From an optimization exercise on the open Yosys and OpenROAD flow, aimed at small area; shortcuts taken in it are not production practice.
In this exercise RTL edits were held to simulation tests only and were not proved equivalent to the original.
Power and IR drop assume default switching activity.

<file path="design/flow/design.v">
package sobel_pkg;
  localparam int PIX_W_DEF = 8;
  localparam int WIN_W     = 9 * PIX_W_DEF;
  localparam int TAP_TL = 8;
  localparam int TAP_TM = 7;
  localparam int TAP_TR = 6;
  localparam int TAP_ML = 5;
  localparam int TAP_MM = 4;
  localparam int TAP_MR = 3;
  localparam int TAP_BL = 2;
  localparam int TAP_BM = 1;
  localparam int TAP_BR = 0;
  function automatic logic [PIX_W_DEF-1:0] win_tap(input logic [WIN_W-1:0] win,
                                                   input int              k);
    win_tap = win[k*PIX_W_DEF +: PIX_W_DEF];
  endfunction
endpackage
module line_delay
#(
  parameter int DEPTH = 128,
  parameter int PIX_W = sobel_pkg::PIX_W_DEF
) (
  input  logic             clk,
  input  logic             rst,
  input  logic             en_i,
  input  logic [PIX_W-1:0] din_i,
  output logic [PIX_W-1:0] dout_o
);
  localparam int PTR_W = (DEPTH > 1) ? $clog2(DEPTH) : 1;
  logic [PIX_W-1:0] mem_q [DEPTH];
  logic [PTR_W-1:0] ptr_q;
  logic [PTR_W-1:0] ptr_d;
  assign dout_o = mem_q[ptr_q];
  always_comb begin
    ptr_d = ptr_q;
    if (en_i) begin
      ptr_d = (ptr_q == PTR_W'(DEPTH - 1)) ? '0 : ptr_q + PTR_W'(1);
    end
  end
  always_ff @(posedge clk) begin
    if (rst) begin
      ptr_q <= '0;
    end else begin
      ptr_q <= ptr_d;
    end
  end
  always_ff @(posedge clk) begin
    if (en_i && !rst) begin
      mem_q[ptr_q] <= din_i;
    end
  end
endmodule
module sobel_window_reader
#(
  parameter int IMG_W = 128,
  parameter int IMG_H = 128,
  parameter int PIX_W = sobel_pkg::PIX_W_DEF
) (
  input  logic                 clk,
  input  logic                 rst,
  input  logic                 pix_valid_i,
  input  logic [7:0]           pix_i,
  output logic [71:0]          win_o,
  output logic                 win_valid_o,
  output logic                 frame_done_o,
  output logic [6:0]           row_o,
  output logic [6:0]           col_o
);
  localparam int CW = (IMG_W > 1) ? $clog2(IMG_W) : 1;
  localparam int RW = (IMG_H > 1) ? $clog2(IMG_H) : 1;
  logic             acc;
  logic [PIX_W-1:0] a_out;
  logic [PIX_W-1:0] b_out;
  logic [CW-1:0]    col_cnt_q, col_cnt_d;
  logic [RW-1:0]    row_cnt_q, row_cnt_d;
  logic             last_col, last_row, in_window;
  logic [PIX_W-1:0] tap_q [9];
  logic [PIX_W-1:0] tap_d [9];
  logic             win_valid_q, win_valid_d;
  logic             frame_done_q, frame_done_d;
  logic [RW-1:0]    row_out_q;
  logic [CW-1:0]    col_out_q;
  assign acc = pix_valid_i;
  line_delay #(.DEPTH(IMG_W), .PIX_W(PIX_W)) u_delay_a (
    .clk    (clk),
    .rst    (rst),
    .en_i   (acc),
    .din_i  (pix_i),
    .dout_o (a_out)
  );
  line_delay #(.DEPTH(IMG_W), .PIX_W(PIX_W)) u_delay_b (
    .clk    (clk),
    .rst    (rst),
    .en_i   (acc),
    .din_i  (a_out),
    .dout_o (b_out)
  );
  always_comb begin
    last_col  = (col_cnt_q == CW'(IMG_W - 1));
    last_row  = (row_cnt_q == RW'(IMG_H - 1));
    in_window = (row_cnt_q >= RW'(2)) && (col_cnt_q >= CW'(2));
    col_cnt_d = col_cnt_q;
    row_cnt_d = row_cnt_q;
    if (acc) begin
      if (last_col) begin
        col_cnt_d = '0;
        row_cnt_d = last_row ? '0 : row_cnt_q + RW'(1);
      end else begin
        col_cnt_d = col_cnt_q + CW'(1);
      end
    end
    win_valid_d  = acc && in_window;
    frame_done_d = acc && last_col && last_row;
  end
  always_comb begin
    tap_d[sobel_pkg::TAP_TL] = tap_q[sobel_pkg::TAP_TM];
    tap_d[sobel_pkg::TAP_TM] = tap_q[sobel_pkg::TAP_TR];
    tap_d[sobel_pkg::TAP_TR] = b_out;
    tap_d[sobel_pkg::TAP_ML] = tap_q[sobel_pkg::TAP_MM];
    tap_d[sobel_pkg::TAP_MM] = tap_q[sobel_pkg::TAP_MR];
    tap_d[sobel_pkg::TAP_MR] = a_out;
    tap_d[sobel_pkg::TAP_BL] = tap_q[sobel_pkg::TAP_BM];
    tap_d[sobel_pkg::TAP_BM] = tap_q[sobel_pkg::TAP_BR];
    tap_d[sobel_pkg::TAP_BR] = pix_i;
  end
  always_ff @(posedge clk) begin
    if (rst) begin
      col_cnt_q    <= '0;
      row_cnt_q    <= '0;
      win_valid_q  <= 1'b0;
      frame_done_q <= 1'b0;
      row_out_q    <= '0;
      col_out_q    <= '0;
      for (int i = 0; i < 9; i++) begin
        tap_q[i] <= '0;
      end
    end else begin
      col_cnt_q    <= col_cnt_d;
      row_cnt_q    <= row_cnt_d;
      win_valid_q  <= win_valid_d;
      frame_done_q <= frame_done_d;
      if (acc) begin
        for (int i = 0; i < 9; i++) begin
          tap_q[i] <= tap_d[i];
        end
      end
      if (win_valid_d) begin
        row_out_q <= row_cnt_q - RW'(1);
        col_out_q <= col_cnt_q - CW'(1);
      end
    end
  end
  assign win_o        = {tap_q[sobel_pkg::TAP_TL], tap_q[sobel_pkg::TAP_TM], tap_q[sobel_pkg::TAP_TR],
                             tap_q[sobel_pkg::TAP_ML], tap_q[sobel_pkg::TAP_MM], tap_q[sobel_pkg::TAP_MR],
                             tap_q[sobel_pkg::TAP_BL], tap_q[sobel_pkg::TAP_BM], tap_q[sobel_pkg::TAP_BR]};
  assign win_valid_o  = win_valid_q;
  assign frame_done_o = frame_done_q;
  assign row_o        = row_out_q;
  assign col_o        = col_out_q;
endmodule
</file>
<file path="design/flow/run.sh">
#!/bin/bash
# synth_recipe.tcl (not shown) runs the flow's synth.tcl, then flattens the netlist and writes it again
# the make line also repeats each setting of config.mk as NAME=value (left out here)
make -C /OpenROAD-flow-scripts/flow DESIGN_CONFIG=/design/flow/config.mk WORK_HOME=/design/flow/orfs CLKGATE_MAP_FILE= SYNTH_SCRIPT=/design/flow/synth_recipe.tcl finish
</file>
<file path="design/flow/config.mk">
export PLATFORM = sky130hd
export DESIGN_NAME = sobel_window_reader
export DESIGN_NICKNAME = sobel_window_reader
export VERILOG_FILES = /design/flow/design.v
export SDC_FILE = /design/flow/constraint.sdc
export NUM_CORES = 4
export LEC_CHECK = 0
export CAP_MARGIN = 20
export CORE_MARGIN = 2
export CORE_UTILIZATION = 40
export SLEW_MARGIN = 20
</file>
<file path="design/flow/constraint.sdc">
create_clock -name core_clock -period 5.0 [get_ports {clk}]
set_input_delay 1.0000 -clock core_clock [delete_from_list [all_inputs] [get_ports {clk}]]
set_output_delay 1.0000 -clock core_clock [all_outputs]
set_load 0.01 [all_outputs]
</file>
==> results of run 1 <==
[layer usage]
layer  part of all wire (%)  vias to the layer above  global-route usage (%)
met5                      0                        -                       0
met3                    7.5                      461                   3.760
li1                       -                    19380                       -
met2                     48                     2043                   33.35
met1                     41                    23900                   28.68
met4                    3.9                        0                   7.919
[path summary, 6_finish.rpt]
check	from	end	slack [ns]	cells after the start
worst max-delay path	u_delay_b.ptr_q[2]	tap_q[6][7]	0.56	8
worst min-delay path	tap_q[2][6]	tap_q[2][6]	0.49	2
worst max register to register	u_delay_b.ptr_q[2]	tap_q[6][7]	0.56	8
worst min register to register	tap_q[2][6]	tap_q[2][6]	0.49	2
[critical path: cells and delay by family, from the launching register on]
kind | cells | cell delay, ns
AOI/OAI and AO/OA | 4 | 1.72
buffers and inverters | 2 | 0.85
DFF | 1 | 0.82
and+or+nand+nor | 2 | 0.78
[where the power goes]
group	total (uW)	internal (uW)	switching, uW	leakage [uW]
logic	2000	654	1340	0.00612
registers	20200	20100	92.4	0.0194
clock network	15700	8760	6910	0.00333
[final cells by class]
| class | count | area [um2] | share of cell area (%) |
|---|---|---|---|
| multi-input cells | 2124 | 18050 | 19.01 |
| clock inverters | 109 | 919.6 | 0.9683 |
| clock buffers | 294 | 5881 | 6.192 |
| diodes | 2 | 5.005 | 0.005270 |
| inverters | 14 | 52.55 | 0.05533 |
| repair buffers | 267 | 2590 | 2.727 |
| flip-flops and latches | 2171 | 63990 | 67.37 |
| well taps | 2788 | 3488 | 3.673 |
[cells in the mapped netlist, types with 14 or more instances]
library cell / instances
edfxtp_1: 2048
nor2_1: 417
a22oi_1: 327
mux2i_1: 170
mux4_2: 165
dfxtp_1: 123
nand2_1: 118
buf_2: 115
clkbuf_1: 104
a221oi_1: 72
a21oi_1: 53
o22ai_1: 52
mux2_2: 51
a31oi_1: 47
mux4_1: 44
a22o_1: 40
a41oi_1: 40
nand3_1: 38
o221ai_1: 35
buf_4: 34
nor2b_1: 33
o21ai_0: 32
nor3_1: 30
a2111oi_0: 24
a211oi_1: 22
and4b_1: 21
nand4_1: 20
buf_1: 18
o211ai_1: 18
nor4_1: 17
nor4bb_1: 16
xor2_1: 16
xnor2_1: 15
and4_1: 14
nor4b_1: 14
[kinds of logic after synthesis]
kind of cell | synth area share [%]
multiplexers | 8.566
flip-flops | 76.37
AO/OA/AOI/OAI | 7.716
AND/OR/NAND/NOR | 4.662
buffers and inverters | 2.244
adder cells (fa/ha/maj) | 0.1195
XOR/XNOR | 0.3242
[metrics by stage]
stage / util (%) / hold slack, ns / worst slack (ns) / area (um2) / std cells
global placement: 42.43 / 0.4729 / 0.5991 / 88120 / 7363
global route: 45.73 / 0.5278 / 0.6472 / 94970 / 7768
detailed placement: 42.43 / 0.4804 / 0.5761 / 88130 / 7363
CTS: 45.71 / 0.4952 / 0.5597 / 94930 / 7766
finish: 45.73 / 0.4941 / 0.5627 / 94970 / 7769
floorplan: - / 0.4957 / 0.8789 / 83810 / 4616
==> impl_results.md, run 1 <==
- H-tree depth: 4
- Rows: 167
- RSZ-0062 raised after global routing: no
- Final setup fails: 0
- Final max-slew violation count: 0
- Layout cells sized above 1: 15.02%
- Num Clock Sinks: 2171
- # resized after CTS: 0
- Synth Cell Area: 83750 um2
- Clk_skew: 0.04967 ns
- Measured slew at the worst slew-check pin: 1.130 ns
- Crit path cell chain: buf_4, nor3b_2, buf_12, a22oi_1, a41oi_1, or3_1, a31oi_1, a311oi_1
- Type of the worst setup path: reg -> reg
- Remaining global-route overflow: 0
- Asr flop ratio synth: 0%
- Synth area leaders: edfxtp_1, mux4_2, dfxtp_1
- Ports: 99
- Syn-to-layout area delta: 13.40%
- Skew-Pair Late Insertion Delay: 0.87 ns
- Number of global-route vias before repair: 44790
- Core footprint: 207700 um2
- F_max: 225.4 MHz
- Lkg Pwr: 0.02886 uW
- Element type at the critical path end: flip-flop
- Initial antenna violation count: 1
- GPL Wtd Cong: 0.8645
- Post-synth top area share: 73.43%
- Hold Crit Class: reg -> reg
- Yosys reg bits: 2171
- YS warnings: 4
- Slowest-stage cell, CP: a41oi_1
- Final hold violations: 0
- Status: no timing/DRC/antenna violations
- Required time worst endpoint: 5.68 ns
- Die X: 461.6 um
- MaxCap Viol Count: 0
- Remaining antenna violation count after routing: 0
- Biggest regs: u_delay_a.mem_q (1024), u_delay_b.mem_q (1024), tap_q (72)
- Initial Util: 40.33%
- DR iter-0 viols: 5104
- CP max stage delay: 0.88 ns
- Synth cell types: 89
- CP arrival: 5.12 ns
- Worst Path Max Fanout: 71
- Register area share after synthesis: 76.37%
- Total Routed Length: 225800 um
- Max_slew headroom: 24.68%
- Final nets: 4813
- Most common cell after layout, fill and taps aside: edfxtp_1
- Mean Syn Cell Area: 18.14 um2
- Num CTS Buffers: 216
- Post-Syn Nets: 4635
- GRT Util Overall: 20.91%
- Final Cycle Share: 88.75%
- Die Y: 461.6 um
- Commonest cells after routing, fill and taps aside: edfxtp_1, nor2_1, a22oi_1, clkbuf_16, mux2i_1
- CTS tree: yes
- Largest net degree at the start of global routing: 129
- Post-CTS setup buffer count: 0
- Clock transition at path regs: 0.06 ns
- Routed length per placed instance: 29.07 um
- Final worst path period need: 4.437 ns
- # fillers: 17670
- Setup TNS: 0 ns
- Pwr Total: 37840 uW
- Drt drc: 0
- Most used DFF post-synth: edfxtp_1
- Vias: 45790
- Clk root buf: clkbuf_16
- Pwr Density: 398.5 nW/um2
- Critical Path Start Type: flip-flop
- Post-synth EDFFs: 2048
- Post-synth top area cell: edfxtp_1
- Full die area: 213100 um2
- Post-DP HPWL: 135500 um
- Max IR drop VDD: 0.3810 mV
- First-pass GRT wire length: 325100 um
- Clock buffer depth: 3
- Mapped Cells: 4616
- Vias per inst: 5.894
- Hold_buf cts: 0
- DR pass1 iterations: 6
- Port bufs: 98
==> inputs of run 2 (changes only) <==
==> design/flow/design.v (replaced) <==
package sobel_pkg;
  localparam int PIX_W_DEF = 8;
  localparam int WIN_W     = 9 * PIX_W_DEF;
  localparam int TAP_TL = 8;
  localparam int TAP_TM = 7;
  localparam int TAP_TR = 6;
  localparam int TAP_ML = 5;
  localparam int TAP_MM = 4;
  localparam int TAP_MR = 3;
  localparam int TAP_BL = 2;
  localparam int TAP_BM = 1;
  localparam int TAP_BR = 0;
  function automatic logic [PIX_W_DEF-1:0] win_tap(input logic [WIN_W-1:0] win,
                                                   input int              k);
    win_tap = win[k*PIX_W_DEF +: PIX_W_DEF];
  endfunction
endpackage
module line_delay
#(
  parameter int DEPTH = 125,
  parameter int PIX_W = sobel_pkg::PIX_W_DEF
) (
  input  logic             clk,
  input  logic             rst,
  input  logic             en_i,
  input  logic [PIX_W-1:0] din_i,
  output logic [PIX_W-1:0] dout_o
);
  logic [PIX_W-1:0] sr_q [DEPTH];
  logic [PIX_W-1:0] keep_w;
  assign keep_w = {PIX_W{!rst}};
  always_ff @(posedge clk) begin
    sr_q[0] <= en_i ? din_i : (sr_q[0] & keep_w);
    for (int i = 1; i < DEPTH; i++) begin
      sr_q[i] <= en_i ? sr_q[i-1] : (sr_q[i] & keep_w);
    end
  end
  assign dout_o = sr_q[DEPTH-1];
endmodule
module sobel_window_reader
#(
  parameter int IMG_W = 128,
  parameter int IMG_H = 128,
  parameter int PIX_W = sobel_pkg::PIX_W_DEF
) (
  input  logic                 clk,
  input  logic                 rst,
  input  logic                 pix_valid_i,
  input  logic [7:0]           pix_i,
  output logic [71:0]          win_o,
  output logic                 win_valid_o,
  output logic                 frame_done_o,
  output logic [6:0]           row_o,
  output logic [6:0]           col_o
);
  localparam int CW = (IMG_W > 1) ? $clog2(IMG_W) : 1;
  localparam int RW = (IMG_H > 1) ? $clog2(IMG_H) : 1;
  logic             en;
  logic [PIX_W-1:0] tap_q [9];
  logic [PIX_W-1:0] tap_d [9];
  logic [PIX_W-1:0] a_out;
  logic [PIX_W-1:0] b_out;
  logic [CW-1:0]    col_q;
  logic [RW-1:0]    row_q;
  logic             acc_q;
  assign en = pix_valid_i;
  line_delay #(.DEPTH(IMG_W - 3), .PIX_W(PIX_W)) u_delay_a (
    .clk    (clk),
    .rst    (rst),
    .en_i   (en),
    .din_i  (tap_q[sobel_pkg::TAP_BL]),
    .dout_o (a_out)
  );
  line_delay #(.DEPTH(IMG_W - 3), .PIX_W(PIX_W)) u_delay_b (
    .clk    (clk),
    .rst    (rst),
    .en_i   (en),
    .din_i  (tap_q[sobel_pkg::TAP_ML]),
    .dout_o (b_out)
  );
  always_comb begin
    tap_d[sobel_pkg::TAP_TL] = tap_q[sobel_pkg::TAP_TM];
    tap_d[sobel_pkg::TAP_TM] = tap_q[sobel_pkg::TAP_TR];
    tap_d[sobel_pkg::TAP_TR] = b_out;
    tap_d[sobel_pkg::TAP_ML] = tap_q[sobel_pkg::TAP_MM];
    tap_d[sobel_pkg::TAP_MM] = tap_q[sobel_pkg::TAP_MR];
    tap_d[sobel_pkg::TAP_MR] = a_out;
    tap_d[sobel_pkg::TAP_BL] = tap_q[sobel_pkg::TAP_BM];
    tap_d[sobel_pkg::TAP_BM] = tap_q[sobel_pkg::TAP_BR];
    tap_d[sobel_pkg::TAP_BR] = pix_i;
  end
  always_ff @(posedge clk) begin
    for (int i = 0; i < 9; i++) begin
      tap_q[i] <= en ? tap_d[i] : (tap_q[i] & {PIX_W{!rst}});
    end
  end
  always_ff @(posedge clk) begin
    if (rst) begin
      col_q <= CW'(IMG_W - 2);
      row_q <= RW'(IMG_H - 2);
      acc_q <= 1'b0;
    end else begin
      acc_q <= en;
      if (en) begin
        col_q <= col_q + CW'(1);
        if (col_q == CW'(IMG_W - 2)) begin
          row_q <= row_q + RW'(1);
        end
      end
    end
  end
  assign win_valid_o  = acc_q && (col_q != '0) && (col_q != CW'(IMG_W - 1))
                              && (row_q != '0) && (row_q != RW'(IMG_H - 1));
  assign frame_done_o = acc_q && (col_q == CW'(IMG_W - 2)) && (row_q == RW'(IMG_H - 2));
  assign row_o        = row_q;
  assign col_o        = col_q;
  assign win_o        = {tap_q[sobel_pkg::TAP_TL], tap_q[sobel_pkg::TAP_TM], tap_q[sobel_pkg::TAP_TR],
                         tap_q[sobel_pkg::TAP_ML], tap_q[sobel_pkg::TAP_MM], tap_q[sobel_pkg::TAP_MR],
                         tap_q[sobel_pkg::TAP_BL], tap_q[sobel_pkg::TAP_BM], tap_q[sobel_pkg::TAP_BR]};
endmodule
==> run 2 against run 1 <==
  * Critical endpoint is now win_valid_o
  * Critical path depth decreased by 2
  * Sequential share of layout area decreased by 8.8 points
  * Flip-flop and latch count decreased by 84
  * Register-to-register slack improved by 2.8 ns
  * Routed wire length down 57%
  * Fmax rose by 20%
  * Worst hold slack lost 0.044 ns
  * Clock power down 4%
  * Still clean
  * Design area shrank 25%
  * Global-route usage decreased by 9.1 points
  * Setup slack improved by 0.74 ns
==> impl_results.md, run 2 <==
- Status: no timing/DRC/antenna violations
- Element type at the critical path end: primary output
- GRT Util Overall: 11.85%
- Remaining antenna violation count after routing: 0
- Hold Crit Class: reg -> reg
- Critical Path Start Type: flip-flop
- GPL Wtd Cong: 0.6809
- Port bufs: 98
- Yosys reg bits: 2087
- Post-CTS setup buffer count: 0
- Most common cell after layout, fill and taps aside: dfxtp_1
- Remaining global-route overflow: 0
- Full die area: 160200 um2
- Synth Cell Area: 62790 um2
- Clk_skew: 0.03620 ns
- Worst R2R Start: col_q[0]
- Max IR drop VDD: 0.3584 mV
- Measured slew at the worst slew-check pin: 1.075 ns
- Core Util, Final: 45.73%
- Type of the worst setup path: reg -> out
- Routed length per placed instance: 14.41 um
- Met2 Usage GRT: 17.90%
- Asr flop ratio synth: 0%
- Num Clock Sinks: 2087
- N_diodes: 0
- Most frequent cell after synthesis: dfxtp_1
- Post-synth EDFFs: 0
- Core footprint: 156000 um2
- Setup TNS: 0 ns
- Final worst path period need: 3.694 ns
- Clock transition at path regs: 0.06 ns
- Pwr Density: 454.6 nW/um2
- Final Cycle Share: 73.88%
- Register area share after synthesis: 66.54%
- Grt peak-use layer: met2
- Final setup fails: 0
- Post-synth top area share: 66.54%
- # fillers: 13790
- Biggest regs: u_delay_a.sr_q (1000), u_delay_b.sr_q (1000), tap_q (72)
- CP arrival: 2.69 ns
- Layout cells sized above 1: 7.613%
- Synth cell types: 33
- Most used DFF post-synth: dfxtp_1
- Final worst setup slack: 1.306 ns
- Post-synth top cells: dfxtp_1, a22o_1, buf_2
- Rows: 145
- Final nets: 4601
- Worst Path Max Fanout: 5
- Cell count of the worst hold path: 1
- CTS tree: yes
- Vias: 35990
- Commonest cells after routing, fill and taps aside: dfxtp_1, a22o_1, clkbuf_16, clkdlybuf4s50_1, clkbuf_8
- Vias per inst: 5.293
- Post-DP HPWL: 48210 um
- Die X: 400.2 um
- Routing usage on met1: 16.69%
- Initial Util: 40.24%
- MaxCap Viol Count: 0
- Final max-slew violation count: 0
- Initial antenna violation count: 0
- Clk root buf: clkbuf_16
- Num CTS Buffers: 198
- Skew-Pair Late Insertion Delay: 0.80 ns
- F_max: 270.7 MHz
- Pwr Total: 32430 uW
- Clock buffer depth: 3
- Drt drc: 0
- Synth area leaders: dfxtp_1, a22o_1, buf_2
- Pre-CTS WS: 1.689 ns
- Hold Crit Start: u_delay_a.sr_q[44][0]
- Post-synth top area cell: dfxtp_1
- Number of global-route vias before repair: 34680
- DR iter-0 viols: 2596
- Largest net degree at the start of global routing: 257
- Total Routed Length: 98010 um
- DR pass1 iterations: 5
- Mapped Cells: 4707
- Required time worst endpoint: 4.00 ns
- R2R depth: 5
- H-tree depth: 4
- Hold_buf cts: 0
- Lkg Pwr: 0.02758 uW
- # resized after CTS: 0
- Post-Syn Nets: 4724
- Die Y: 400.2 um
- Mean Syn Cell Area: 13.34 um2
- First-pass GRT wire length: 168800 um
- Final hold violations: 0
- Worst setup path start: row_q[0]
- Ports: 99
- Max_slew headroom: 28.30%
- Syn-to-layout area delta: 13.62%
- YS warnings: 7
- Met3 Usage GRT: 2.595%
- RSZ-0062 raised after global routing: no
-- run 2: cell count changes after synthesis, sizes merged, moves of 47 or more --
cell	change
dfxtp	+1964
edfxtp	-2048
a22oi	-327
a21oi	-53
mux2	-52
nor2	-407
nand2	-107
mux4	-209
mux2i	-166
a221oi	-72
o22ai	-52
a31oi	-47
a22o	+2030
buf	+179
-- run 2: final cells by class --
type	instances	area [um2]	share of cell area, %
sequential	2087	41780	58.56
multi-input combinational	2149	18660	26.15
clock buffer	296	5898	8.267
tap	2058	2575	3.609
timing repair buffer	141	1584	2.220
clock inverter	62	823.3	1.154
inverter	7	26.28	0.03683
-- run 2: logic make-up (layout without fill, tap and decap cells) --
kind of cell    count (synthesis)  count (layout)  synth area share (%)
simple gates                   55              55                0.5001
compound gates               2080            2080                 28.97
flops                        2087            2087                 66.54
mux                             5               5               0.08170
xor+xnor                        3               3               0.04185
fa+ha+maj                       6               6                0.1196
buf+inv                       471             506                 3.748
-- run 2: power breakdown --
part	total [uW]	switching, uW	internal [uW]
clock network	15000	6130	8880
logic	717	558	159
registers	16700	36.8	16700
total	32400	6730	25700
-- run 2: critical path, stage by stage, from the launching register on --
cell,delay [ns]
dfxtp_1,0.35
inv_1,0.11
ha_1,0.15
or4b_2,0.57
nor3_1,0.16
nor4_1,0.08
clkdlybuf4s50_1,0.49
-- run 2: path summary, 6_finish.rpt --
check | end | slack (ns)
max | win_valid_o | 1.31
min | u_delay_a.sr_q[45][0] | 0.45
max reg2reg | row_q[0] | 3.37
min reg2reg | u_delay_a.sr_q[45][0] | 0.45
-- run 2: metrics by stage --
| step | hold slack (ns) | cell area (um2) | cells |
|---|---|---|---|
| 4_1_cts | 0.4360 | 71340 | 6800 |
| 5_1_grt | 0.4443 | 71340 | 6800 |
| 3_3_place_gp | 0.4527 | 64620 | 6442 |
| 6_report | 0.4504 | 71340 | 6800 |
| 3_5_place_dp | 0.4537 | 64620 | 6442 |
| 2_1_floorplan | 0.4405 | 62790 | 4707 |
-- run 2: layer usage --
| layer | up-vias | routed length (um) |
|---|---|---|
| met1 | 17540 | 51790 |
| met2 | 293 | 41170 |
| met5 | - | 0 |
| met3 | 167 | 2973 |
| met4 | 0 | 2076 |
| li1 | 17990 | - |
==> inputs of run 3 (changes only) <==
--- a/design/flow/config.mk
+++ b/design/flow/config.mk
@@ -7,5 +7,8 @@
 export LEC_CHECK = 0
 export CAP_MARGIN = 20
 export CORE_MARGIN = 2
-export CORE_UTILIZATION = 40
+export CORE_UTILIZATION = 70
+export CTS_BUF_LIST = sky130_fd_sc_hd__clkbuf_4
+export CTS_CLUSTER_DIAMETER = 40
+export CTS_CLUSTER_SIZE = 12
 export SLEW_MARGIN = 20
==> run 3 against run 2 <==
  * Final cell count shrank 14%
  * Still clean
  * Largest cell class unchanged
  * Sequential power barely moved
  * Fmax is 8.0% lower
  * Utilization up 28 points
  * Global-route usage rose by 7.7 points
  * Flip-flop and latch count did not move
  * Critical path type unchanged
  * Routed wire length decreased by 5.5%
  * Highest routed layer unchanged
  * Register-to-register slack about the same
  * Die area is 42% lower
==> impl_results.md, run 3 <==
- Final Cycle Share: 80.31%
- Synth cell types: 33
- Sw Pwr: 5363 uW
- Hold endpoint: col_q[1]
- Core footprint: 88650 um2
- Cell count of the worst hold path: 3
- Combinational fraction of design power: 2.9%
- Worst R2R Start: col_q[0]
- Die Y: 303.5 um
- Max IR drop VDD: 0.2624 mV
- Clock power frac: 29.3%
- Required time worst endpoint: 4.00 ns
- Setup TNS: 0 ns
- Clk root buf: clkbuf_4
- Routed length per placed instance: 15.89 um
- Initial antenna violation count: 2
- Largest net degree at the start of global routing: 236
- Drt drc: 0
- Commonest cells after routing, fill and taps aside: dfxtp_1, a22o_1, clkbuf_4, clkdlybuf4s50_1, buf_12
- Crit path cell chain: inv_1, ha_1, or4b_2, nor3_1, nor4_1, clkdlybuf4s50_1
- Hold Crit Class: in -> reg
- Die X: 303.5 um
- Synth area leaders: dfxtp_1, a22o_1, buf_2
- Final max-slew violation count: 0
- Multiplexer share of the synthesized area: 0.08170%
- Post-synth EDFFs: 0
- Type of the worst setup path: reg -> out
- Ports: 99
- Layout cells sized above 1: 6.427%
- Clock transition at path regs: 0.11 ns
- Vias per inst: 6.147
- RSZ-0062 raised after global routing: no
- Core Util, Final: 74.05%
- Status: no timing/DRC/antenna violations
- # fillers: 6154
- F_max: 249.0 MHz
- Seq. cell area: 41780 um2
- DR iter-0 viols: 2483
- Post-Syn Nets: 4724
- Number of global-route vias before repair: 33830
- Most common cell after layout, fill and taps aside: dfxtp_1
- Final hold violations: 0
- Lkg Pwr: 0.02552 uW
- YS warnings: 7
- Num CTS Buffers: 202
- Mapped Cells: 4707
- H-tree depth: 4
- Mean Syn Cell Area: 13.34 um2
- Reg2reg setup slack: 3.36 ns
- Worst Path Max Fanout: 5
- First-pass GRT wire length: 158000 um
- Slowest-stage cell, CP: or4b_2
- Clk_skew: 0.03750 ns
- Clock buffer depth: 3
- Rows: 109
- Post-synthesis adder-cell area fraction: 0.1196%
- Hold slack: 0.3996 ns
- Worst Path Buf+Inv: 2
- Pwr Density: 374.7 nW/um2
- GPL Wtd Cong: 0.7554
- Post-CTS setup buffer count: 0
- Post-synth top area share: 66.54%
- Remaining global-route overflow: 0
- CP max stage delay: 0.58 ns
- Measured slew at the worst slew-check pin: 0.9878 ns
- CP arrival: 3.02 ns
- Port bufs: 98
- Post-synth top cells: dfxtp_1, a22o_1, buf_2
- Seq pwr share: 67.9%
- DR pass1 iterations: 7
- Syn-to-layout area delta: 4.547%
- Pre-CTS WS: 1.581 ns
- Biggest regs: u_delay_a.sr_q (1000), u_delay_b.sr_q (1000), tap_q (72)
- Remaining antenna violation count after routing: 0
- Most frequent cell after synthesis: dfxtp_1
- Main combinational cell family by area after synthesis: compound AO/OA/AOI/OAI gates
- Area of the multi-input gates: 18660 um2
- Skew-Pair Late Insertion Delay: 1.11 ns
- Initial Util: 70.83%
- Element type at the critical path end: primary output
- Pwr Total: 24600 uW
- Yosys reg bits: 2087
- Simple-gate portion of the synthesized area: 0.5002%
- R2R depth: 5
- Most used DFF post-synth: dfxtp_1
- Top Family by Delay on Critical Path: simple AND/OR/NAND/NOR gates
- Register area share after synthesis: 66.54%
- Post-synth top area cell: dfxtp_1
- Compound-Gate Fraction of Synth Area: 28.97%
- # resized after CTS: 0
- Final worst path period need: 4.015 ns
- Post-DP HPWL: 48920 um
- Switching Fraction: 21.80%
- XOR/XNOR Fraction of Synth Area: 0.04185%
- Final setup fails: 0
- Vias: 35810
- MaxCap Viol Count: 0
- Int Pwr: 19230 uW
- Hold_buf cts: 0
- Hold Crit Start: pix_valid_i
- Num Clock Sinks: 2087
- Max_slew headroom: 34.15%
- Full die area: 92110 um2
- Final worst setup slack: 0.9845 ns
- Final nets: 4606
- GRT Util Overall: 19.56%
- R2R Path End: row_q[0]
- Critical Path Start Type: flip-flop
- Asr flop ratio synth: 0%
- CTS tree: yes
- Total Routed Length: 92580 um
- Synth Cell Area: 62790 um2
[run 3: cell counts after synthesis]
No cell type changed its count.
[run 3: worst max path at each step]
stage / start / to / slack, ns / cells past startpoint
2_1_floorplan: row_q[0] / win_valid_o / 2.62 / 5
3_5_place_dp: rst / u_delay_b.sr_q[56][0] / 1.58 / 5
5_1_grt: row_q[0] / win_valid_o / 0.75 / 6
6_report: row_q[0] / win_valid_o / 0.98 / 6
3_3_place_gp: rst / u_delay_b.sr_q[68][6] / 1.63 / 5
4_1_cts: row_q[0] / win_valid_o / 0.82 / 6
[run 3: final cells by class]
cell class                 instances  share of cell area, %
antenna                            8                0.03050
multi-input combinational       2149                  28.42
timing repair buffer             142                  2.550
tap                             1165                  2.220
clock inverter                    37                 0.4632
clock buffer                     230                  2.630
sequential                      2087                  63.65
inverter                           7                0.04003
[run 3: cell families after synthesis]
| group | Yosys count |
|---|---|
| adder cells (fa/ha/maj) | 6 |
| multiplexers | 5 |
| flip-flops | 2087 |
| buffers and inverters | 471 |
| AND/OR/NAND/NOR | 55 |
| AO/OA/AOI/OAI | 2080 |
| XOR/XNOR | 3 |
[run 3: power groups by stage]
stage	clock network [uW]	logic (uW)	registers, uW
2_1_floorplan	0	583	17100
3_3_place_gp	0	703	17100
3_5_place_dp	0	707	17100
4_1_cts	7540	708	16700
5_1_grt	8180	778	16700
6_report	7200	703	16700
[run 3: stage by stage]
stage | std cells | cell area (um2)
CTS | 5816 | 65600
finish | 5825 | 65650
floorplan | 4707 | 62790
global placement | 5549 | 63570
global route | 5822 | 65640
detailed placement | 5549 | 63570
[run 3: layer usage]
| metal | track usage, % | wire length (um) |
|---|---|---|
| met1 | 27.32 | 48050 |
| met2 | 30.74 | 39970 |
| met4 | 6.478 | 1878 |
| met3 | 3.805 | 2675 |
| met5 | 0 | 0 |
[run 3: worst min-delay path, delay by kind of cell]
family                 cells  cell delay (ns)
AOI/OAI and AO/OA          1             0.07
buffers and inverters      1             0.22
and+or+nand+nor            1             0.12
==> inputs of run 4 (changes only) <==
--- a/design/flow/config.mk
+++ b/design/flow/config.mk
@@ -8,7 +8,7 @@
 export CAP_MARGIN = 20
 export CORE_MARGIN = 2
 export CORE_UTILIZATION = 70
-export CTS_BUF_LIST = sky130_fd_sc_hd__clkbuf_4
-export CTS_CLUSTER_DIAMETER = 40
-export CTS_CLUSTER_SIZE = 12
+export CTS_BUF_LIST = sky130_fd_sc_hd__clkbuf_8
+export CTS_CLUSTER_DIAMETER = 60
+export CTS_CLUSTER_SIZE = 20
 export SLEW_MARGIN = 20
==> run 4 against run 3 <==
  * Still clean
  * Design area about the same
  * Area after synthesis unchanged
  * Clock-buffer cell count down 97
  * Clock power up 1%
  * Fmax up 7.7%
  * Sequential power about the same
  * Final cell count down 1.9%
  * Critical path type unchanged
  * Highest routed layer unchanged
==> impl_results.md, run 4 <==
- Status: no timing/DRC/antenna violations
- First-pass GRT wire length: 156300 um
- Max_slew headroom: 29.07%
- Ports: 99
- R2R depth: 5
- Top layer in use: met4
- Int Pwr: 19410 uW
- Element type at the critical path end: primary output
- Clk root buf: clkbuf_8
- Seq pwr share: 67.6%
- Die X: 303.5 um
- Mean Syn Cell Area: 13.34 um2
- Setup TNS: 0 ns
- Final hold violations: 0
- Biggest regs: u_delay_a.sr_q (1000), u_delay_b.sr_q (1000), tap_q (72)
- CTS tree: yes
- GPL Wtd Cong: 0.7554
- Hold_buf cts: 0
- Routed length per placed instance: 16.00 um
- Yosys reg bits: 2087
- Full die area: 92110 um2
- MaxCap Viol Count: 0
- Critical Path Start Type: flip-flop
- Post-Syn Nets: 4724
- Asr flop ratio synth: 0%
- Clk_skew: 0.02324 ns
- Routed length on met2: 39750 um
- RSZ-0062 raised after global routing: no
- Post-CTS setup buffer count: 0
- Required time worst endpoint: 4.00 ns
- Most used DFF post-synth: dfxtp_1
- Core footprint: 88650 um2
- Final nets: 4523
- F_max: 268.3 MHz
- Combinational fraction of design power: 2.8%
- Clock transition at path regs: 0.11 ns
- GRT Util Overall: 19.23%
- Clock power frac: 29.5%
- Post-synth top area share: 66.54%
- YS warnings: 7
- Wl on met1: 47710 um
- Synth area leaders: dfxtp_1, a22o_1, buf_2
- Initial antenna violation count: 1
- Switching Fraction: 21.37%
- Layout cells sized above 1: 4.550%
- Skew-Pair Late Insertion Delay: 0.80 ns
- Rows: 109
- Synth cell types: 33
- Final worst path period need: 3.727 ns
- Largest net degree at the start of global routing: 236
- Synth Cell Area: 62790 um2
- Vias per inst: 6.181
- Cell count of the worst hold path: 1
- Measured slew at the worst slew-check pin: 1.064 ns
- Final setup fails: 0
- Port bufs: 98
- Mapped Cells: 4707
- Most frequent cell after synthesis: dfxtp_1
- Commonest cells after routing, fill and taps aside: dfxtp_1, a22o_1, clkbuf_8, clkdlybuf4s50_1, buf_12
- Most common cell after layout, fill and taps aside: dfxtp_1
- Number of global-route vias before repair: 33190
- Clock buffer depth: 3
- DR pass1 iterations: 8
- Drt drc: 0
- Sw Pwr: 5274 uW
- Vias: 35330
- Lkg Pwr: 0.02540 uW
- Final max-slew violation count: 0
- WL met3: 2010 um
- Initial Util: 70.83%
- Hold Crit Class: reg -> reg
- Num Clock Sinks: 2087
- Register area share after synthesis: 66.54%
- Worst Path Max Fanout: 5
- Post-DP HPWL: 48920 um
- Total Routed Length: 91440 um
- Type of the worst setup path: reg -> out
- Syn-to-layout area delta: 4.585%
- # resized after CTS: 0
- Final worst setup slack: 1.273 ns
- Remaining global-route overflow: 0
- DR iter-0 viols: 2422
- Die Y: 303.5 um
- H-tree depth: 3
- Post-synth EDFFs: 0
- Max IR drop VDD: 0.3674 mV
- Remaining antenna violation count after routing: 0
- Pre-CTS WS: 1.581 ns
- Final Cycle Share: 74.55%
- Post-synth top cells: dfxtp_1, a22o_1, buf_2
- Num CTS Buffers: 120
- CP arrival: 2.73 ns
- Post-synth top area cell: dfxtp_1
- Pwr Density: 375.9 nW/um2
## run 4: metal layers
metal | vias to the layer above | global-route usage (%)
met5 | - | 0
met4 | 0 | 5.299
met3 | 123 | 3.091
met2 | 232 | 30.79
met1 | 17330 | 27.23
li1 | 17640 | -
## run 4: cells by family (layout without fill, tap and decap cells)
kind of cell | Yosys count | count (layout) | synth area share (%)
and+or+nand+nor | 55 | 55 | 0.5001
adders and majority gates | 6 | 6 | 0.1196
xor gates and xnor gates | 3 | 3 | 0.04185
DFF | 2087 | 2087 | 66.54
buffers and inverters | 471 | 313 | 3.748
other | 0 | 1 | 0
AOI/OAI and AO/OA | 2080 | 2080 | 28.97
muxes | 5 | 5 | 0.08170
## run 4: area by class of cell
| cell class | instances | area (um2) |
|---|---|---|
| Antenna cell | 1 | 2.502 |
| Clock buffer | 133 | 1831 |
| Clock inverter | 32 | 269.0 |
| Fill cell | 6048 | 22980 |
| Inverter | 7 | 26.28 |
| Multi-Input combinational cell | 2149 | 18660 |
| Sequential cell | 2087 | 41780 |
| Tap cell | 1165 | 1458 |
| Timing Repair Buffer | 141 | 1647 |
## run 4: worst max-delay path: stages, from the launching register on
cell and delay, ns:
dfxtp_1 0.37, inv_1 0.11, ha_1 0.14, or4b_2 0.58, nor3_1 0.16, nor4_1 0.08, clkdlybuf4s50_1 0.50
## run 4: power groups by stage
| stage | Clock (uW) | Combinational (uW) | Sequential, uW |
|---|---|---|---|
| after floorplan | 0 | 583 | 17100 |
| after global placement | 0 | 703 | 17100 |
| after detailed placement | 0 | 707 | 17100 |
| after CTS | 7620 | 708 | 16700 |
| after global routing | 8190 | 775 | 16700 |
| final | 7290 | 700 | 16700 |
## run 4: metrics by stage
stage          instances  power (uW)  hold WS (ns)  instance area (um2)  util [%]
2_1_floorplan       4707       17650        0.4405                62790         -
3_3_place_gp        5549       17770        0.4525                63570     71.71
3_5_place_dp        5549       17780        0.4537                63570     71.71
4_1_cts             5714       25020        0.4707                65670     74.08
5_1_grt             5715       25670        0.4849                65670     74.08
6_report            5715       24680        0.4684                65670     74.08
## run 4: path summary, 6_finish.rpt
| check | start | end | slack (ns) |
|---|---|---|---|
| max reg2reg | col_q[0] | row_q[0] | 3.36 |
| min reg2reg | u_delay_a.sr_q[95][7] | u_delay_a.sr_q[96][7] | 0.47 |
| max | row_q[0] | win_valid_o | 1.27 |
| min | u_delay_a.sr_q[95][7] | u_delay_a.sr_q[96][7] | 0.47 |
==> inputs of run 5 (changes only) <==
==> design/flow/flow/run.sh (new file) <==
#!/bin/bash
# The standard ORFS layout with three changes to how it is built:
#  - port buffers are buf_1 (the default pick is a 10 um2 delay buffer),
#  - CTS inserts no dummy loads,
#  - CTS uses clkbuf_8 sinks in clusters of at most 20 within 60 um.
# Everything else (synthesis, floorplan, power grid, tap cells, timing repair) is standard.sh.
set -euo pipefail
bash standard.sh \
  "BUFFER_PORTS_ARGS=-buffer_cell sky130_fd_sc_hd__buf_1" \
  "CTS_ARGS=-sink_clustering_enable -repair_clock_nets -dont_use_dummy_load -sink_clustering_size 36 -sink_clustering_max_diameter 60 -buf_list sky130_fd_sc_hd__clkbuf_16" \
  finish > flow_make.log 2>&1
==> design/flow/standard.sh (new file) <==
#!/bin/bash
# synth_recipe.tcl (not shown) runs the flow's synth.tcl, then flattens the netlist and writes it again
# the make line also repeats each setting of config.mk as NAME=value (left out here)
make -C /OpenROAD-flow-scripts/flow DESIGN_CONFIG=/design/flow/config.mk WORK_HOME=/design/flow/orfs CLKGATE_MAP_FILE= SYNTH_SCRIPT=/design/flow/synth_recipe.tcl "${@:-finish}"
--- a/design/flow/config.mk
+++ b/design/flow/config.mk
@@ -7,8 +7,6 @@
 export LEC_CHECK = 0
 export CAP_MARGIN = 20
 export CORE_MARGIN = 2
-export CORE_UTILIZATION = 70
-export CTS_BUF_LIST = sky130_fd_sc_hd__clkbuf_8
-export CTS_CLUSTER_DIAMETER = 60
-export CTS_CLUSTER_SIZE = 20
+export CORE_UTILIZATION = 80
+export PLACE_DENSITY = 0.85
 export SLEW_MARGIN = 20
removed: design/flow/run.sh
==> run 5 against run 4 <==
  * Largest cell class unchanged
  * First-iteration DRC count up 3.6%
  * Combinational power down 4.4%
  * Non-clock buffer count up 5
  * Global-route usage up 4.0 points
  * Critical path depth unchanged
  * Clock-buffer cell count down 43
==> impl_results.md, run 5 <==
- Final Cycle Share: 65.10%
- Largest net degree at the start of global routing: 248
- Clk_skew: 0.06252 ns
- Final nets: 4498
- Final hold violations: 0
- H-tree depth: 3
- CTS tree: yes
- Routed length per placed instance: 17.74 um
- Clock buffer depth: 3
- Synth cell types: 33
- MaxCap Viol Count: 0
- Biggest regs: u_delay_a.sr_q (1000), u_delay_b.sr_q (1000), tap_q (72)
- Critical Path Start Type: flip-flop
- # resized after CTS: 0
- Layout cells sized above 1: 3.193%
- Post-synth top area share: 66.54%
- Ports: 99
- Most frequent cell after synthesis: dfxtp_1
- Pwr Total: 25230 uW
- DR pass1 iterations: 5
- Num Clock Sinks: 2087
- Initial antenna violation count: 0
- CP max stage delay: 0.58 ns
- Drt drc: 0
- Status: no timing/DRC/antenna violations
- Post-DP HPWL: 52960 um
- Total Routed Length: 97920 um
- Setup TNS: 0 ns
- Full die area: 80740 um2
- Asr flop ratio synth: 0%
- Remaining global-route overflow: 0
- Routing usage on met1: 34.72%
- Post-synth EDFFs: 0
- Num CTS Buffers: 90
- GRT Util Overall: 23.23%
- Most used DFF post-synth: dfxtp_1
- Die Y: 284.2 um
- Synth Cell Area: 62790 um2
- N_diodes: 0
- Measured slew at the worst slew-check pin: 1.046 ns
- Hold Crit Class: reg -> reg
- CP arrival: 2.26 ns
- Commonest cells after routing, fill and taps aside: dfxtp_1, a22o_1, buf_1, clkbuf_16, buf_4
- Syn-to-layout area delta: 3.543%
- Worst Path Max Fanout: 5
- Number of global-route vias before repair: 33630
- Register area share after synthesis: 66.54%
- Max IR drop VDD: 0.3323 mV
- Initial Util: 80.92%
- First-pass GRT wire length: 165300 um
- Skew-Pair Late Insertion Delay: 0.68 ns
- Clock transition at path regs: 0.12 ns
- Hold_buf cts: 0
- Vias: 35680
- DR iter-0 viols: 2509
- Post-synth top area cell: dfxtp_1
- Die X: 284.2 um
- Hold slack: 0.4285 ns
- Post-synth top cells: dfxtp_1, a22o_1, buf_2
- Slowest-stage cell, CP: or4b_2
- Port bufs: 98
- Required time worst endpoint: 4.00 ns
- Mapped Cells: 4707
- # fillers: 4267
- Met3 Usage GRT: 2.697%
- Rows: 102
- Mean Syn Cell Area: 13.34 um2
- Crit path cell chain: inv_1, ha_1, or4b_2, nor3_1, nor4_1, buf_1
- Top Family by Delay on Critical Path: simple AND/OR/NAND/NOR gates
- Yosys reg bits: 2087
- Grt peak-use layer: met2
- Final max-slew violation count: 0
- Worst Path Buf+Inv: 2
- Most common cell after layout, fill and taps aside: dfxtp_1
- RSZ-0062 raised after global routing: no
- YS warnings: 7
- Post-CTS setup buffer count: 0
- Core footprint: 77590 um2
- Type of the worst setup path: reg -> out
- Vias per inst: 6.465
- Lkg Pwr: 0.02516 uW
- Max_slew headroom: 30.30%
- GPL Wtd Cong: 0.7565
- Synth area leaders: dfxtp_1, a22o_1, buf_2
- Pwr Density: 388.0 nW/um2
- Final setup fails: 0
- Core Util, Final: 83.79%
- F_max: 307.2 MHz
- Element type at the critical path end: primary output
- Post-Syn Nets: 4724
- Clk root buf: clkbuf_16
- Remaining antenna violation count after routing: 0
- Final worst path period need: 3.255 ns
- Met2 Usage GRT: 36.70%
==> run 5: cell count changes in the layout (fill, tap and decap cells not counted), moves of 3 or more <==
cell / before / now
clkinv_2: 12 / 0
buf_1: 0 / 97
clkbuf_8: 133 / 0
inv_6: 3 / 0
clkbuf_16: 0 / 90
buf_12: 26 / 21
buf_4: 17 / 26
bufinv_16: 3 / 0
clkinvlp_4: 6 / 0
clkdlybuf4s50_1: 97 / 0
inv_1: 13 / 7
==> run 5: cell type report <==
cell class                 count  area [um2]  area share, %
timing repair buffer         146       998.5          1.536
tap                         1040        1301          2.001
inverter                       7       26.28        0.04041
multi-input combinational   2149       18660          28.70
clock buffer                  90        2252          3.464
sequential                  2087       41780          64.26
==> run 5: kinds of logic after synthesis <==
group / after synthesis / share of synthesized area [%]
buffers and inverters: 471 / 3.748
XOR/XNOR: 3 / 0.04185
flip-flops: 2087 / 66.54
AO/OA/AOI/OAI: 2080 / 28.97
multiplexers: 5 / 0.08170
AND/OR/NAND/NOR: 55 / 0.5001
adder cells (fa/ha/maj): 6 / 0.1196
==> run 5: worst paths after layout <==
kind | from | slack, ns | cells past startpoint | endpoint
max | row_q[0] | 1.74 | 6 | win_valid_o
min | u_delay_a.sr_q[116][3] | 0.43 | 1 | u_delay_a.sr_q[117][3]
max reg2reg | col_q[0] | 3.31 | 5 | row_q[0]
min reg2reg | u_delay_a.sr_q[116][3] | 0.43 | 1 | u_delay_a.sr_q[117][3]
==> run 5: power by group <==
group          internal [uW]  switching (uW)  total [uW]
Combinational            126             543         669
Sequential             16700            37.9       16700
Clock                   3230            4640        7870
==> run 5: layer usage <==
layer  wire, um  vias up
li1           -    17560
met1      49100    17740
met2      45360      271
met3       1814      112
met4       1647        0
met5          0        -
==> run 5: through the flow <==
step | std cells | cell area [um2] | setup WS [ns]
floorplan | 4707 | 62790 | 2.618
global placement | 5429 | 62760 | 1.858
detailed placement | 5429 | 62760 | 1.794
CTS | 5519 | 65010 | 1.718
global route | 5519 | 65010 | 1.632
finish | 5519 | 65010 | 1.745
==> run 5: worst register-to-register path, stage by stage, from the launching register on <==
cell	delay (ns)
dfxtp_1	0.40
inv_1	0.11
ha_1	0.19
nand2_1	0.13
nor3_1	0.37
mux2_2	0.37
==> inputs of run 6 (changes only) <==
--- a/design/flow/flow/run.sh
+++ b/design/flow/flow/run.sh
@@ -7,5 +7,5 @@
 set -euo pipefail
 bash standard.sh \
   "BUFFER_PORTS_ARGS=-buffer_cell sky130_fd_sc_hd__buf_1" \
-  "CTS_ARGS=-sink_clustering_enable -repair_clock_nets -dont_use_dummy_load -sink_clustering_size 36 -sink_clustering_max_diameter 60 -buf_list sky130_fd_sc_hd__clkbuf_16" \
+  "CTS_ARGS=-sink_clustering_enable -repair_clock_nets -dont_use_dummy_load -sink_clustering_size 22 -sink_clustering_max_diameter 50 -buf_list sky130_fd_sc_hd__clkbuf_8" \
   finish > flow_make.log 2>&1
==> run 6 against run 5 <==
  * Critical path depth stayed put
  * Register-to-register slack hardly changed
  * Still clean on timing, DRC and antenna
  * Final cell count is 0.94% higher
  * Critical path type unchanged
==> impl_results.md, run 6 <==
- DR pass1 iterations: 5
- Pwr Total: 24500 uW
- Critical Path Start Type: flip-flop
- Post-Syn Nets: 4724
- Initial antenna violation count: 1
- Measured slew at the worst slew-check pin: 1.002 ns
- Final nets: 4549
- Final worst path period need: 3.409 ns
- Clock buffer depth: 3
- Synth Cell Area: 62790 um2
- Cell count of the worst hold path: 2
- Post-CTS setup buffer count: 0
- Remaining global-route overflow: 0
- Hold_buf cts: 0
- Total Routed Length: 96410 um
- Yosys reg bits: 2087
- Worst Path Max Fanout: 5
- R2R depth: 5
- F_max: 293.4 MHz
- R2R Path End: row_q[0]
- Num Clock Sinks: 2087
- CTS tree: yes
- Most common cell after layout, fill and taps aside: dfxtp_1
- Status: no timing/DRC/antenna violations
- Die Y: 284.2 um
- Hold endpoint: tap_q[0][5]
- Vias per inst: 6.425
- Reg2reg setup slack: 3.32 ns
- Type of the worst setup path: reg -> out
- Setup TNS: 0 ns
- YS warnings: 7
- Largest net degree at the start of global routing: 248
- Asr flop ratio synth: 0%
- Die X: 284.2 um
- Synth area leaders: dfxtp_1, a22o_1, buf_2
- Max IR drop VDD: 0.3263 mV
- CP arrival: 2.41 ns
- Max_slew headroom: 33.23%
- Num CTS Buffers: 141
- Hold Crit Start: pix_i[5]
- Synth cell types: 33
- GRT Util Overall: 23.01%
- Final hold violations: 0
- DR iter-0 viols: 2438
- Post-synth top area share: 66.54%
- # resized after CTS: 0
- Worst R2R Start: col_q[0]
- Most frequent cell after synthesis: dfxtp_1
- Post-synth top area cell: dfxtp_1
- Initial Util: 80.92%
- RSZ-0062 raised after global routing: no
- Register area share after synthesis: 66.54%
- Mean Syn Cell Area: 13.34 um2
- Post-DP HPWL: 52960 um
- MaxCap Viol Count: 0
- Final worst setup slack: 1.591 ns
- Clock transition at path regs: 0.12 ns
- Post-synth top cells: dfxtp_1, a22o_1, buf_2
- Skew-Pair Late Insertion Delay: 0.83 ns
- Most used DFF post-synth: dfxtp_1
- Final max-slew violation count: 0
- Layout cells sized above 1: 4.283%
- Hold Crit Class: in -> reg
- First-pass GRT wire length: 163300 um
- Final setup fails: 0
- Post-synth EDFFs: 0
- Final Cycle Share: 68.18%
- Element type at the critical path end: primary output
- Commonest cells after routing, fill and taps aside: dfxtp_1, a22o_1, clkbuf_8, buf_1, buf_4
- Lkg Pwr: 0.02507 uW
- Port bufs: 98
- Core footprint: 77590 um2
- Clk root buf: clkbuf_8
- Vias: 35790
- Ports: 99
- Mapped Cells: 4707
- Remaining antenna violation count after routing: 0
- Full die area: 80740 um2
- Biggest regs: u_delay_a.sr_q (1000), u_delay_b.sr_q (1000), tap_q (72)
- Number of global-route vias before repair: 33640
- GPL Wtd Cong: 0.7565
- H-tree depth: 4
- Drt drc: 0
- Routed length per placed instance: 17.30 um
- Clk_skew: 0.06931 ns
- Pre-CTS WS: 1.794 ns
- Syn-to-layout area delta: 3.051%
- Pwr Density: 378.6 nW/um2
- Required time worst endpoint: 4.00 ns
- Rows: 102
[run 6: cell count changes in the layout (fill, tap and decap cells not counted)]
cell / change
clkbuf_8: +141
clkbuf_16: -90
diode_2: +1
[run 6: layout make-up]
class	instances	area, um2
flip-flops and latches	2087	41780
multi-input cells	2149	18660
fillers	4387	12890
clock buffers	141	1941
well taps	1040	1301
repair buffers	146	998.5
inverters	7	26.28
diodes	1	2.502
[run 6: worst max-delay path by stage]
stage                start                    end  cells past startpoint
6_report          row_q[0]            win_valid_o                      6
3_5_place_dp   pix_valid_i  u_delay_a.sr_q[73][5]                      4
4_1_cts           row_q[0]            win_valid_o                      6
5_1_grt           row_q[0]            win_valid_o                      6
2_1_floorplan     row_q[0]            win_valid_o                      5
3_3_place_gp   pix_valid_i  u_delay_a.sr_q[57][5]                      4
[run 6: where the power goes]
| group | switching (uW) | internal [uW] | leakage, uW | total, uW |
|---|---|---|---|---|
| combinational | 543 | 126 | 0.00725 | 669 |
| sequential | 37.6 | 16600 | 0.0168 | 16700 |
| clock | 4600 | 2540 | 0.00101 | 7140 |
[run 6: kinds of logic (layout without fill, tap and decap cells)]
family | Yosys count | in the layout | share of synthesized area, %
muxes | 5 | 5 | 0.08170
adders and majority gates | 6 | 6 | 0.1196
and+or+nand+nor | 55 | 55 | 0.5001
buffers and inverters | 471 | 294 | 3.748
xor gates and xnor gates | 3 | 3 | 0.04185
other | 0 | 1 | 0
DFF | 2087 | 2087 | 66.54
AOI/OAI and AO/OA | 2080 | 2080 | 28.97
[run 6: critical path, cell delays in order, from the launching register on]
cell     delay (ns)
dfxtp_1        0.35
inv_1          0.11
ha_1           0.14
or4b_2         0.58
nor3_1         0.18
nor4_1         0.08
buf_1          0.16
[run 6: layer usage]
layer | up-vias | routed length (um) | global-route usage, %
li1 | 17650 | - | -
met1 | 17720 | 48590 | 34.49
met2 | 298 | 44160 | 35.45
met3 | 118 | 2255 | 3.427
met4 | 0 | 1407 | 5.539
met5 | - | 0 | 0
[run 6: metrics by stage]
stage	cells	utilization, %	cell area [um2]	hold WS [ns]
2_1_floorplan	4707	-	62790	0.4405
3_3_place_gp	5429	80.88	62760	0.4504
3_5_place_dp	5429	80.88	62760	0.4537
4_1_cts	5570	83.38	64700	0.3373
5_1_grt	5571	83.39	64710	0.3683
6_report	5571	83.39	64710	0.3968
==> inputs of run 7 (changes only) <==
--- a/design/flow/flow/run.sh
+++ b/design/flow/flow/run.sh
@@ -7,5 +7,5 @@
 set -euo pipefail
 bash standard.sh \
   "BUFFER_PORTS_ARGS=-buffer_cell sky130_fd_sc_hd__buf_1" \
-  "CTS_ARGS=-sink_clustering_enable -repair_clock_nets -dont_use_dummy_load -sink_clustering_size 22 -sink_clustering_max_diameter 50 -buf_list sky130_fd_sc_hd__clkbuf_8" \
+  "CTS_ARGS=-sink_clustering_enable -repair_clock_nets -dont_use_dummy_load -sink_clustering_size 20 -sink_clustering_max_diameter 60 -buf_list sky130_fd_sc_hd__clkbuf_8" \
   finish > flow_make.log 2>&1
==> design/flow/config.mk (replaced) <==
export PLATFORM = sky130hd
export DESIGN_NAME = sobel_window_reader
export DESIGN_NICKNAME = sobel_window_reader
export VERILOG_FILES = /design/flow/design.v
export SDC_FILE = /design/flow/constraint.sdc
export NUM_CORES = 4
export LEC_CHECK = 0
export CAP_MARGIN = 5
export CORE_MARGIN = 2
export CORE_UTILIZATION = 70
export SLEW_MARGIN = 5
==> run 7 against run 6 <==
  * Still clean on timing, DRC and antenna
  * Clock power shrank 3.1%
  * Sequential share of layout area decreased by 0.12 points
  * Register-to-register slack about the same
  * Worst hold slack better by 0.0039 ns
  * Critical path depth stayed put
  * Global-route usage fell by 3.9 points
  * Via count down 1.1%
  * First-iteration DRC count is 6.2% higher
  * Combinational power about the same
  * Clock skew increased by 0.00052 ns
  * Highest routed layer unchanged
==> impl_results.md, run 7 <==
- H-tree depth: 4
- Placed cell areas: 63030 um2
- Int Pwr: 19140 uW
- Mean Syn Cell Area: 13.34 um2
- DR pass1 iterations: 5
- Most frequent cell after synthesis: dfxtp_1
- Ports: 99
- Post-synth top area share: 66.54%
- Post-CTS setup buffer count: 0
- Core footprint: 88650 um2
- Combinational fraction of design power: 2.8%
- MaxCap Viol Count: 0
- Post-Syn Nets: 4724
- Most used DFF post-synth: dfxtp_1
- Initial antenna violation count: 1
- Clock power frac: 28.5%
- Type of the worst setup path: reg -> out
- Routed length per placed instance: 15.96 um
- Skew-Pair Late Insertion Delay: 0.80 ns
- Die Y: 303.5 um
- Vias: 35390
- Num Clock Sinks: 2087
- Seq pwr share: 68.7%
- Full die area: 92110 um2
- GRT Util Overall: 19.11%
- Remaining antenna violation count after routing: 0
- Final worst path period need: 3.401 ns
- CP arrival: 2.40 ns
- # fillers: 6220
- YS warnings: 7
- Critical Path Start Type: flip-flop
- Required time worst endpoint: 4.00 ns
- Asr flop ratio synth: 0%
- First-pass GRT wire length: 155000 um
- Clock transition at path regs: 0.11 ns
- Rows: 109
- Post-synth top area cell: dfxtp_1
- Total Routed Length: 90820 um
- CP max stage delay: 0.58 ns
- Max IR drop VDD: 0.3433 mV
- Lkg Pwr: 0.02504 uW
- Seq. cell area: 41780 um2
- Max_slew headroom: 26.88%
- Hold_buf cts: 0
- Final setup fails: 0
- Largest net degree at the start of global routing: 255
- Final nets: 4542
- Final max-slew violation count: 0
- Worst Path Max Fanout: 5
- Hold Crit Class: reg -> reg
- Remaining global-route overflow: 0
- Area of the multi-input gates: 18660 um2
- Mapped Cells: 4707
- Post-DP HPWL: 48110 um
- Slowest-stage cell, CP: or4b_2
- Num CTS Buffers: 130
- Element type at the critical path end: primary output
- RSZ-0062 raised after global routing: no
- Sw Pwr: 5136 uW
- Number of global-route vias before repair: 33400
- F_max: 294.0 MHz
- Pwr Density: 374.5 nW/um2
- Drt drc: 0
- Layout cells sized above 1: 4.134%
- Final Cycle Share: 68.03%
- Commonest cells after routing, fill and taps aside: dfxtp_1, a22o_1, clkbuf_8, buf_1, buf_12
- Final standard cell area without fillers: 64820 um2
- Clk_skew: 0.06983 ns
- Worst Path Buf+Inv: 2
- Final hold violations: 0
- GPL Wtd Cong: 0.7276
- Crit path cell chain: inv_1, ha_1, or4b_2, nor3_1, nor4_1, buf_1
- Switching Fraction: 21.16%
- Port bufs: 98
- Yosys reg bits: 2087
- Register area share after synthesis: 66.54%
- Measured slew at the worst slew-check pin: 1.097 ns
- Syn-to-layout area delta: 3.240%
- Post-synth EDFFs: 0
- Clock buffer depth: 3
- Die X: 303.5 um
- Vias per inst: 6.220
- Status: no timing/DRC/antenna violations
- Synth cell types: 33
- Setup TNS: 0 ns
- Most common cell after layout, fill and taps aside: dfxtp_1
- Synth Cell Area: 62790 um2
- Clk root buf: clkbuf_8
- DR iter-0 viols: 2588
- CTS tree: yes
- Synth area leaders: dfxtp_1, a22o_1, buf_2
- Post-synth top cells: dfxtp_1, a22o_1, buf_2
- Top Family by Delay on Critical Path: simple AND/OR/NAND/NOR gates
- # resized after CTS: 0
- Biggest regs: u_delay_a.sr_q (1000), u_delay_b.sr_q (1000), tap_q (72)
- Initial Util: 70.83%
run 7: worst paths after layout:
check	startpoint	endpoint	slack [ns]	depth (start not counted)
setup reg to reg	col_q[0]	row_q[0]	3.33	5
hold reg to reg	u_delay_a.sr_q[9][1]	u_delay_a.sr_q[10][1]	0.40	1
setup / recovery	row_q[0]	win_valid_o	1.60	6
hold / removal	u_delay_a.sr_q[9][1]	u_delay_a.sr_q[10][1]	0.40	1
run 7: power by group through the flow:
stage | Combinational (uW) | Clock (uW) | Sequential (uW)
floorplan | 583 | 0 | 17100
detailed placement | 677 | 0 | 17100
global placement | 673 | 0 | 17100
finish | 671 | 6920 | 16700
CTS | 680 | 7210 | 16700
global route | 744 | 7790 | 16700
run 7: layout make-up:
type / instances / area share (%)
diodes: 1 / 0.003860
clock buffers: 130 / 2.760
inverters: 7 / 0.04053
multi-input cells: 2149 / 28.78
flip-flops and latches: 2087 / 64.45
well taps: 1165 / 2.249
repair buffers: 150 / 1.716
run 7: kinds of logic (layout without fill, tap and decap cells):
logic type      Yosys count  count (layout)  share of synthesized area, %
compound gates         2080            2080                         28.97
xor+xnor                  3               3                       0.04185
fa+ha+maj                 6               6                        0.1196
buf+inv                 471             287                         3.748
flops                  2087            2087                         66.54
mux                       5               5                       0.08170
other cells               0               1                             0
simple gates             55              55                        0.5001
run 7: per-layer routing:
metal / track usage [%] / share of wire, % / vias up
li1: - / - / 17660
met1: 27.05 / 52 / 17320
met2: 30.51 / 43 / 274
met3: 3.006 / 2.3 / 142
met4: 5.649 / 2.0 / 0
met5: 0 / 0 / -
run 7: stage by stage:
stage	hold slack, ns	utilization [%]	setup slack (ns)	total power (uW)	instances
finish	0.4007	73.13	1.599	24280	5689
global route	0.3651	73.13	1.444	25240	5689
CTS	0.3289	73.12	1.499	24580	5688
detailed placement	0.4537	71.11	1.908	17750	5558
global placement	0.4499	71.11	1.950	17740	5558
floorplan	0.4405	-	2.618	17650	4707
==> inputs of run 8 (changes only) <==
--- a/design/flow/config.mk
+++ b/design/flow/config.mk
@@ -5,7 +5,10 @@
 export SDC_FILE = /design/flow/constraint.sdc
 export NUM_CORES = 4
 export LEC_CHECK = 0
-export CAP_MARGIN = 5
+export CAP_MARGIN = 20
 export CORE_MARGIN = 2
 export CORE_UTILIZATION = 70
-export SLEW_MARGIN = 5
+export CTS_BUF_LIST = sky130_fd_sc_hd__clkbuf_8
+export CTS_CLUSTER_DIAMETER = 60
+export CTS_CLUSTER_SIZE = 20
+export SLEW_MARGIN = 20
==> run 8 against run 7 <==
  * Non-clock buffer count unchanged
  * Clock skew unchanged
  * Combinational power about the same
  * Sequential power about the same
  * Design area is the same
  * First-iteration DRC count is the same
  * Critical path type unchanged
  * Highest routed layer unchanged
==> impl_results.md, run 8 <==
- Status: no timing/DRC/antenna violations
- Sw Pwr: 5136 uW
- Post-DP HPWL: 48110 um
- Final max-slew violation count: 0
- GPL Wtd Cong: 0.7276
- Final hold violations: 0
- Port bufs: 98
- F_max: 294.0 MHz
- Clock power frac: 28.5%
- Final nets: 4542
- Final standard cell area without fillers: 64820 um2
- Reg2reg setup slack: 3.33 ns
- YS warnings: 7
- Synth area leaders: dfxtp_1, a22o_1, buf_2
- Synth cell types: 33
- First-pass GRT wire length: 155000 um
- Drt drc: 0
- Combinational fraction of design power: 2.8%
- # fillers: 6220
- Asr flop ratio synth: 0%
- Worst R2R Start: col_q[0]
- Setup TNS: 0 ns
- Initial antenna violation count: 1
- MaxCap Viol Count: 0
- Measured slew at the worst slew-check pin: 1.097 ns
- Clk_skew: 0.06983 ns
- Yosys reg bits: 2087
- R2R Path End: row_q[0]
- Hold Crit Class: reg -> reg
- Post-synth EDFFs: 0
- Vias per inst: 6.220
- Routed length per placed instance: 15.96 um
- Setup crit end: win_valid_o
- R2R depth: 5
- Pwr Density: 374.5 nW/um2
- Hold_buf cts: 0
- Worst Path Max Fanout: 5
- Final setup fails: 0
- Post-synth top cells: dfxtp_1, a22o_1, buf_2
- Mean Syn Cell Area: 13.34 um2
- GRT Util Overall: 19.11%
- Core footprint: 88650 um2
- Clock transition at path regs: 0.11 ns
- Most common cell after layout, fill and taps aside: dfxtp_1
- CP arrival: 2.40 ns
- # resized after CTS: 0
- Mapped Cells: 4707
- Post-CTS setup buffer count: 0
- Register area share after synthesis: 66.54%
- Post-synth top area share: 66.54%
- DP Cell Count: 5558
- Remaining antenna violation count after routing: 0
- Num CTS Buffers: 130
- Final worst path period need: 3.401 ns
- RSZ-0062 raised after global routing: no
- Ports: 99
- Most used DFF post-synth: dfxtp_1
- Most frequent cell after synthesis: dfxtp_1
- Vias: 35390
- Biggest regs: u_delay_a.sr_q (1000), u_delay_b.sr_q (1000), tap_q (72)
- Num Clock Sinks: 2087
- Layout cells sized above 1: 4.134%
- Skew-Pair Late Insertion Delay: 0.80 ns
- Total Routed Length: 90820 um
- Lkg Pwr: 0.02504 uW
- Commonest cells after routing, fill and taps aside: dfxtp_1, a22o_1, clkbuf_8, buf_1, buf_12
- Int Pwr: 19140 uW
- DR iter-0 viols: 2588
- Max IR drop VDD: 0.3433 mV
- Remaining global-route overflow: 0
- Required time worst endpoint: 4.00 ns
- Number of global-route vias before repair: 33400
- Die X: 303.5 um
- Max_slew headroom: 26.88%
- Element type at the critical path end: primary output
- Placed cell areas: 63030 um2
- Largest net degree at the start of global routing: 255
- DR pass1 iterations: 5
- Full die area: 92110 um2
- Clock buffer depth: 3
- Synth Cell Area: 62790 um2
- Initial Util: 70.83%
- Worst setup path start: row_q[0]
- H-tree depth: 4
- Cell count of the worst hold path: 1
- CTS tree: yes
- Fin cells: 5689
- Post-Syn Nets: 4724
- Type of the worst setup path: reg -> out
- Clk root buf: clkbuf_8
- Die Y: 303.5 um
- Critical Path Start Type: flip-flop
- Syn-to-layout area delta: 3.240%
- Final Cycle Share: 68.03%
- Seq pwr share: 68.7%
- Switching Fraction: 21.16%
- Rows: 109
- Post-synth top area cell: dfxtp_1
## run 8: final cells by class
| class | instances | area, um2 | area share [%] |
|---|---|---|---|
| repair buffers | 150 | 1112 | 1.716 |
| diodes | 1 | 2.502 | 0.003860 |
| clock buffers | 130 | 1789 | 2.760 |
| flip-flops and latches | 2087 | 41780 | 64.45 |
| multi-input cells | 2149 | 18660 | 28.78 |
| well taps | 1165 | 1458 | 2.249 |
| inverters | 7 | 26.28 | 0.04053 |
## run 8: per-layer routing
layer	vias to the layer above	GRT usage (%)	share of wire (%)
li1	17660	-	-
met1	17320	27.05	52
met2	274	30.51	43
met3	142	3.006	2.3
met4	0	5.649	2.0
met5	-	0	0
## run 8: metrics by stage
stage	worst slack [ns]	util, %	power (uW)	hold WS, ns
after floorplan	2.618	-	17650	0.4405
after global placement	1.950	71.11	17740	0.4499
after detailed placement	1.908	71.11	17750	0.4537
after CTS	1.499	73.12	24580	0.3289
after global routing	1.444	73.13	25240	0.3651
final	1.599	73.13	24280	0.4007
## run 8: logic make-up after synthesis
logic type | share of synthesized area (%)
buffers and inverters | 3.748
AND/OR/NAND/NOR | 0.5001
adder cells (fa/ha/maj) | 0.1196
AO/OA/AOI/OAI | 28.97
multiplexers | 0.08170
XOR/XNOR | 0.04185
flip-flops | 66.54
## run 8: worst max-delay path, cell delays in order, from the launching register on
cell	delay, ns
dfxtp_1	0.36
inv_1	0.11
ha_1	0.15
or4b_2	0.58
nor3_1	0.17
nor4_1	0.08
buf_1	0.15
## run 8: worst min-delay path by stage
stage	to	from
floorplan	u_delay_a.sr_q[100][0]	u_delay_a.sr_q[100][0]
global placement	tap_q[8][7]	tap_q[8][7]
detailed placement	u_delay_a.sr_q[108][3]	u_delay_a.sr_q[108][3]
CTS	tap_q[0][7]	pix_i[7]
global route	tap_q[0][2]	pix_i[2]
finish	u_delay_a.sr_q[10][1]	u_delay_a.sr_q[9][1]
## run 8: power by group through the flow
| stage | combinational, uW | sequential [uW] | clock [uW] |
|---|---|---|---|
| detailed placement | 677 | 17100 | 0 |
| CTS | 680 | 16700 | 7210 |
| floorplan | 583 | 17100 | 0 |
| global route | 744 | 16700 | 7790 |
| global placement | 673 | 17100 | 0 |
| finish | 671 | 16700 | 6920 |

## what the ideal ports hide
In the flow no input, the clock included, has a driving cell. The finished layouts below were timed again as built, in two steps. Step 1, drivers: a clkbuf_16 drives clk and a buf_2 each remaining input, both assumed. Step 2 times the ports against the registers' clock, not the clock port: input delays grow and output delays shrink by t, the midpoint of the rising clock arrivals with the driver on. a / b / c = ideal ports / drivers / drivers and shift; a / b = the first two.
run	shift t [ns]	slack for setup (ns)
run 1	0.931	0.563 / 0.563 / 0.563
run 2	0.855	1.306 / 1.233 / 1.687
run 3	1.158	0.985 / 0.919 / 1.593
run 4	0.858	1.273 / 1.208 / 1.574
run 5	0.716	1.745 / 1.679 / 1.767
run 6	0.857	1.591 / 1.526 / 1.750
run 7	0.842	1.599 / 1.538 / 1.905
run 8	0.842	1.599 / 1.538 / 1.905
After both steps setup and hold are still met in every run listed.
